Background: an optimization exercise with open tools, aiming at small area, a short achievable clock period and few clock cycles. Do not read the settings as production practice. At most, simulation tests tie the RTL to the original design; equivalence was not proved. No activity file was given, so power comes from the tool's default toggle rates.

// usb_audio_unpack_volume
module usb_audio_unpack_volume (
  input  wire logic               clk,
  input  wire logic               rst_n,
  input  wire logic               in_valid,
  output logic                    in_stall,
  input  wire logic [7:0]         in_data_byte,
  input  wire logic               in_last_byte,
  output logic                    out_valid,
  input  wire logic               out_stall,
  output logic signed [31:0]      out_left_sample,
  output logic signed [31:0]      out_right_sample,
  output logic                    out_last_frame,
  input  wire logic               cfg_wr_en,
  input  wire logic [1:0]         cfg_index,
  input  wire logic [15:0]        cfg_data
);
  logic             in_stall_r;
  logic             emit;
  logic             emit_here;
  logic             e_acc, l_acc, e_no, l_no;
  logic             free_ahead;
  logic             held_free_ahead;
  logic             accept;
  logic [31:0]      frm_left;
  logic [31:0]      frm_right;
  logic             frm_last;
  logic [1:0]       frm_res_l;
  logic [1:0]       frm_res_r;
  logic [6:0]       idx_l;
  logic [6:0]       idx_r;
  always_ff @(posedge clk) begin
    if (!rst_n) begin
      in_stall_r <= 1'b0;
    end else begin
      if (accept) in_stall_r <= !emit_here && (e_acc && !free_ahead || l_acc && !held_free_ahead);
      else        in_stall_r <= e_no && !free_ahead || l_no && !held_free_ahead;
    end
  end
  assign in_stall = in_stall_r;
  ...
Size: ~370 flip-flops, about 0.027 mm² of cells after synthesis.
export LEC_CHECK = 0
export CAP_MARGIN = 20
export CORE_MARGIN = 2
export CORE_UTILIZATION = 40
export CTS_BUF_LIST = sky130_fd_sc_hd__clkbuf_8
export CTS_CLUSTER_SIZE = 30
export SETUP_SLACK_MARGIN = 5
export SLEW_MARGIN = 20
create_clock -name core_clock -period 10.0 [get_ports {clk}]
standard.sh (not shown) runs the stock make flow with config.mk's settings and CLKGATE_MAP_FILE= SYNTH_SCRIPT=/design/flow/synth_recipe.tcl, a recipe that flattens the netlist after the stock synthesis.
==> flow/flow/run.sh <==
#!/bin/bash
set -euo pipefail
bash standard.sh SETUP_SLACK_MARGIN=6.25 "BUFFER_PORTS_ARGS=-buffer_cell sky130_fd_sc_hd__buf_1" finish > standard_make.log 2>&1
Testbench counts at the start, summed over its fixed seeds: cycles 19,044.
==> next run, changes <==
==> flow/flow/run.sh (replaced) <==
#!/bin/bash
set -euo pipefail
bash standard.sh SETUP_SLACK_MARGIN=7 "BUFFER_PORTS_ARGS=-buffer_cell sky130_fd_sc_hd__buf_1" finish > standard_make.log 2>&1
Outcome:
- via count is higher by 6.1%
- utilization is higher by 4.5 points
- clock-buffer cell count is lower by 4
- sequential cell count is unchanged
- die area is unchanged
==> next run, changes <==
==> flow/flow/run.sh (replaced) <==
#!/bin/bash
set -euo pipefail
bash standard.sh SETUP_SLACK_MARGIN=6.75 "BUFFER_PORTS_ARGS=-buffer_cell sky130_fd_sc_hd__buf_1" finish > standard_make.log 2>&1
Settings changed: ABC_AREA set to 1.
Clock power is about the same.
Power rose by 22%.
Synthesized area grows by 1.2%.
Final cell count rises by 14%.
Final area went down by 5.4%.
Setup slack gets worse by 0.097 ns.
Hold slack is worse by 0.0035 ns.
Count of clock-buffer cells in the layout came out higher by 7.
==> next run, changes <==
Settings changed: ABC_AREA 1 to unset, TNS_END_PERCENT set to 10.
Utilization goes down by 0.45 points.
Global-route usage decreases by 1.0 points.
Cell count is lower by 15%.
First-iteration DRC count decreases by 10%.
Critical path depth is higher by 9.
Count of clock-buffer cells in the layout shrinks by 5.
==> next run, changes <==
==> flow/flow/run.sh (replaced) <==
#!/bin/bash
set -euo pipefail
bash standard.sh SETUP_SLACK_MARGIN=6.5 "BUFFER_PORTS_ARGS=-buffer_cell sky130_fd_sc_hd__buf_1" finish > standard_make.log 2>&1
Settings changed: TNS_END_PERCENT 10 to unset.
Die area is unchanged. Synthesized cell count does not change. Via count hardly moves. Worst setup slack is worse by 0.13 ns. Clock skew rose by 0.0037 ns. Combinational power fell by about 2%. Power is higher by 2.8%. Core utilization came out lower by 0.23 points.

========
Another version of the RTL of usb_audio_unpack_volume (not shown whole).
Size in the first run: ~310 flip-flops, ~99 I/O pins, roughly 24000 µm² of cells after synthesis.
Design usb_audio_unpack_volume, start of the top module:
module usb_audio_unpack_volume (
  input  wire logic               clk,
  input  wire logic               rst_n,
  input  wire logic               in_valid,
  output logic                    in_stall,
  input  wire logic [7:0]         in_data_byte,
  input  wire logic               in_last_byte,
  output logic                    out_valid,
  input  wire logic               out_stall,
  output logic signed [31:0]      out_left_sample,
  output logic signed [31:0]      out_right_sample,
  output logic                    out_last_frame,
  input  wire logic               cfg_wr_en,
  input  wire logic [1:0]         cfg_index,
  input  wire logic [15:0]        cfg_data
);
export LEC_CHECK = 0
export CAP_MARGIN = 20
export CORE_MARGIN = 2
export CORE_UTILIZATION = 40
export SETUP_SLACK_MARGIN = 5
export SLEW_MARGIN = 20
create_clock -name core_clock -period 10.0 [get_ports {clk}]
==> flow/flow/run.sh <==
#!/bin/bash
set -euo pipefail
bash standard.sh SETUP_SLACK_MARGIN=7 "BUFFER_PORTS_ARGS=-buffer_cell sky130_fd_sc_hd__buf_1" finish > standard_make.log 2>&1
Rerun with:
==> flow/flow/run.sh (replaced) <==
#!/bin/bash
set -euo pipefail
bash standard.sh SETUP_SLACK_MARGIN=6.5 finish > standard_make.log 2>&1
The changed run produced a clean layout; wire length falls by 2.3%; setup slack degrades by 140 ps; power barely changes; clock power is about the same; combinational power falls by 6.6%; register-to-register slack degrades by 190 ps; clock skew falls by 19 ps; worst hold slack improves by 5.8 ps; final area falls by 5.8%.
No functional check of the RTL was part of any run of this note.

========
Another version of the RTL of usb_audio_unpack_volume (not shown whole).
For scale: roughly 2800 cells after synthesis, ~390 flip-flops, about 99 I/O pins, ~27000 um2 of cells after synthesis.
export LEC_CHECK = 0
export CAP_MARGIN = 20
export CORE_MARGIN = 2
export CORE_UTILIZATION = 40
export SETUP_SLACK_MARGIN = 5
export SLEW_MARGIN = 20
create_clock -name core_clock -period 10.0 [get_ports {clk}]
==> flow/flow/run.sh <==
#!/bin/bash
set -euo pipefail
bash standard.sh SETUP_SLACK_MARGIN=7 "BUFFER_PORTS_ARGS=-buffer_cell sky130_fd_sc_hd__buf_1" finish > standard_make.log 2>&1
Testbench counts at the start, summed over its fixed seeds: cycles 19,044.
Edit:
==> flow/flow/run.sh (replaced) <==
#!/bin/bash
set -euo pipefail
bash standard.sh SETUP_SLACK_MARGIN=6 "BUFFER_PORTS_ARGS=-buffer_cell sky130_fd_sc_hd__buf_1" finish > standard_make.log 2>&1
- The new run finished clean
- utilization falls by 6.0 points
- critical path depth rises by 1
- wire length falls by 13%
Edit:
==> flow/run.sh (new file) <==
#!/bin/bash
# synth_recipe.tcl (not shown) runs the flow's synth.tcl, then flattens the netlist and writes it again
# the make line also repeats each setting of config.mk as NAME=value (left out here)
make -C /OpenROAD-flow-scripts/flow DESIGN_CONFIG=/design/flow/config.mk WORK_HOME=/design/flow/orfs CLKGATE_MAP_FILE= SYNTH_SCRIPT=/design/flow/synth_recipe.tcl finish
removed: flow/flow/run.sh
removed: flow/standard.sh
Design area climbs by 1.2%.
Wire length drops by 1.3%.
Count of clock-buffer cells in the layout climbs by 8.
Edit:
==> flow/flow/run.sh (new file) <==
#!/bin/bash
set -euo pipefail
bash standard.sh SETUP_SLACK_MARGIN=6.5 "BUFFER_PORTS_ARGS=-buffer_cell sky130_fd_sc_hd__buf_1" finish > standard_make.log 2>&1
==> flow/standard.sh (new file) <==
#!/bin/bash
# synth_recipe.tcl (not shown) runs the flow's synth.tcl, then flattens the netlist and writes it again
# the make line also repeats each setting of config.mk as NAME=value (left out here)
make -C /OpenROAD-flow-scripts/flow DESIGN_CONFIG=/design/flow/config.mk WORK_HOME=/design/flow/orfs CLKGATE_MAP_FILE= SYNTH_SCRIPT=/design/flow/synth_recipe.tcl "${@:-finish}"
removed: flow/run.sh
The new run finished clean.
Synthesized cell count is unchanged.
Utilization is higher by 0.35 points.
Sequential cell count does not change.
Power is higher by 3.7%.
Worst setup slack is better by 1.1 ns.
Routed wire length is higher by 4.8%.
Worst hold slack hardly moves.

========
usb_audio_unpack_volume with an RTL version that a note above also has.
For scale: ~370 flip-flops, roughly 99 I/O pins, about 27000 sq um of cells after synthesis.
clock: 10.0 ns
lec_check: 0
cap_margin: 20
core_margin: 2
core_utilization: 40
cts_buf_list: sky130_fd_sc_hd__clkbuf_8
cts_cluster_size: 30
setup_slack_margin: 5
slew_margin: 20
==> flow/flow/run.sh <==
#!/bin/bash
set -euo pipefail
bash standard.sh SETUP_SLACK_MARGIN=6.9 "BUFFER_PORTS_ARGS=-buffer_cell sky130_fd_sc_hd__buf_1" finish > standard_make.log 2>&1
The starting point passed the timing, DRC and antenna checks.
Testbench counts at the start, summed over its fixed seeds: cycles 19,044.
==> next run, changes <==
==> flow/flow/run.sh (replaced) <==
#!/bin/bash
set -euo pipefail
bash standard.sh SETUP_SLACK_MARGIN=6.75 "BUFFER_PORTS_ARGS=-buffer_cell sky130_fd_sc_hd__buf_1" finish > standard_make.log 2>&1
CORE_UTILIZATION = 55   (was 40)
PLACE_DENSITY = 0.7   (was default)
The new run ran to the end with no violations.
Die area shrinks by 27%.
Worst setup slack gets worse by 48 ps.
Cell area is lower by about 2.7%.
Fmax went down by 1.5%.
Core utilization came out higher by 16 points.
Synthesized cell count is unchanged.
Hold slack loses 21 ps.
Routed wire length came out lower by 5.5%.
Sequential cell count stays the same.
Combinational power stays flat.
==> next run, changes <==
CORE_UTILIZATION = 40   (was 55)
PLACE_DENSITY = default   (was 0.7)
The new run finished clean.
Fmax rises by 2.8%.
Power is about the same.
Final cell count climbs by 7.9%.
Global-route usage went down by 7.4 points.

========
usb_audio_unpack_volume, a different RTL version from the one above (not shown whole).
Size: ~2800 cells after synthesis, about 390 flip-flops, ~99 I/O pins, about 0.027 mm2 of cells after synthesis.
Design usb_audio_unpack_volume, start of the top module:
module usb_audio_unpack_volume (
  input  wire logic               clk,
  input  wire logic               rst_n,
  input  wire logic               in_valid,
  output logic                    in_stall,
  input  wire logic [7:0]         in_data_byte,
  input  wire logic               in_last_byte,
  output logic                    out_valid,
  input  wire logic               out_stall,
  output logic signed [31:0]      out_left_sample,
  output logic signed [31:0]      out_right_sample,
  output logic                    out_last_frame,
  input  wire logic               cfg_wr_en,
  input  wire logic [1:0]         cfg_index,
  input  wire logic [15:0]        cfg_data
);
  logic             in_stall_r;
  logic             emit;
  logic             emit_here;
  logic             e_acc, l_acc, e_no, l_no;
  logic             free_ahead;
  logic             held_free_ahead;
  logic             accept;
  logic [31:0]      frm_left;
  logic [31:0]      frm_right;
  logic             frm_last;
  logic [1:0]       frm_res_l;
  logic [1:0]       frm_res_r;
  logic [6:0]       idx_l;
  logic [6:0]       idx_r;
  always_ff @(posedge clk) begin
    if (!rst_n) begin
      in_stall_r <= 1'b0;
    end else begin
      if (accept) in_stall_r <= !emit_here && (e_acc && !free_ahead || l_acc && !held_free_ahead);
      else        in_stall_r <= e_no && !free_ahead || l_no && !held_free_ahead;
    end
  end
  assign in_stall = in_stall_r;
  assign accept   = in_valid && !in_stall_r;
  uavol_unpack u_unpack (
    .clk          (clk),
    .rst_n        (rst_n),
    .in_valid     (in_valid),
    .in_stall     (in_stall_r),
    .in_data_byte (in_data_byte),
    .in_last_byte (in_last_byte),
    .cfg_wr_en    (cfg_wr_en),
    .cfg_index    (cfg_index),
    .cfg_data     (cfg_data),
    .emit         (emit),
    .emit_here    (emit_here),
    .e_acc        (e_acc),
    .l_acc        (l_acc),
    .e_no         (e_no),
    .l_no         (l_no),
  ...
Settings: LEC_CHECK=0, CAP_MARGIN=20, CORE_MARGIN=2, CORE_UTILIZATION=40, SETUP_SLACK_MARGIN=5, SLEW_MARGIN=20; clock period 10.0 ns.
==> flow/flow/run.sh <==
#!/bin/bash
set -euo pipefail
bash standard.sh SETUP_SLACK_MARGIN=6.5 "BUFFER_PORTS_ARGS=-buffer_cell sky130_fd_sc_hd__buf_1" finish > standard_make.log 2>&1
Testbench counts at the start, summed over its fixed seeds: cycles 19,044.
Next try:
Settings changed: CTS_BUF_LIST from default to sky130_fd_sc_hd__clkbuf_8, CTS_CLUSTER_SIZE from default to 30.
=> The new run went through all stages and came out clean; final cell count came out higher by 1.2%; setup slack is better by 0.046 ns; global-route usage came out higher by 0.19 points; total power came out lower by 2.5%; worst hold slack barely changes; critical path depth came out lower by 6; utilization is about the same; routed wire length came out higher by 0.49%; combinational power barely changes; synthesized cell count is unchanged; clock power came out lower by about 6%.

==> static timing again, ports no longer ideal <==
The results above use ideal ports. As a check the final layouts listed here were re-extracted and re-timed, cells and wires unchanged.
Step 1 assumes that a clkbuf_16 drives the clock port and a buf_2 every other input.
Step 2 moves the port delays by t, midway between the first and last clock arrival at a register: inputs arrive t later, outputs are due t later. That takes back most of the time a late clock gives input paths.
a / b / c = no drivers / after step 1 / after step 2; a / b = the first two.
run	t, ns	slack for setup (ns)	clock arrival spread, ns	slew at the worst register clock pin (ns)	worst slew at a driven data input, ns
the first run of note 1	0.708	6.376 / 6.376 / 5.731	0.049 / 0.049	0.06 / 0.06	0.05
the second run of note 1	0.718	6.787 / 6.732 / 6.176	0.031 / 0.031	0.07 / 0.07	0.05
the third run of note 1	0.705	6.691 / 6.635 / 6.152	0.030 / 0.030	0.06 / 0.06	0.04
the fourth run of note 1	0.723	6.708 / 6.708 / 6.040	0.052 / 0.052	0.07 / 0.07	0.05
the fifth run of note 1	0.714	6.577 / 6.577 / 5.933	0.058 / 0.058	0.08 / 0.08	0.07
the first run of note 2	0.601	6.671 / 6.708 / 6.107	0.033 / 0.033	0.07 / 0.07	0.06
the second run of note 2	0.615	6.528 / 6.493 / 5.949	0.015 / 0.015	0.06 / 0.06	0.06
the first run of note 3	0.667	6.679 / 6.719 / 6.052	0.036 / 0.036	0.07 / 0.07	0.08
the second run of note 3	0.667	6.091 / 6.091 / 5.540	0.032 / 0.032	0.06 / 0.06	0.07
the third run of note 3	0.661	5.358 / 5.358 / 5.044	0.037 / 0.036	0.07 / 0.07	0.07
the fourth run of note 3	0.671	6.411 / 6.411 / 5.918	0.033 / 0.032	0.07 / 0.07	0.07
the first run of note 4	0.713	6.750 / 6.691 / 6.203	0.036 / 0.036	0.07 / 0.07	0.07
the second run of note 4	0.690	6.702 / 6.645 / 6.091	0.040 / 0.040	0.06 / 0.06	0.07
the third run of note 4	0.736	6.792 / 6.730 / 6.120	0.058 / 0.057	0.06 / 0.06	0.07
the first run of note 5	0.673	6.543 / 6.543 / 5.910	0.060 / 0.059	0.07 / 0.07	0.08
the second run of note 5	0.729	6.588 / 6.622 / 5.893	0.046 / 0.046	0.07 / 0.07	0.08
After both steps every run listed still meets setup and hold. The setup slack of the second run of note 5, which loses most, moves by +0.034 ns with the drivers and by -0.695 ns with both steps.
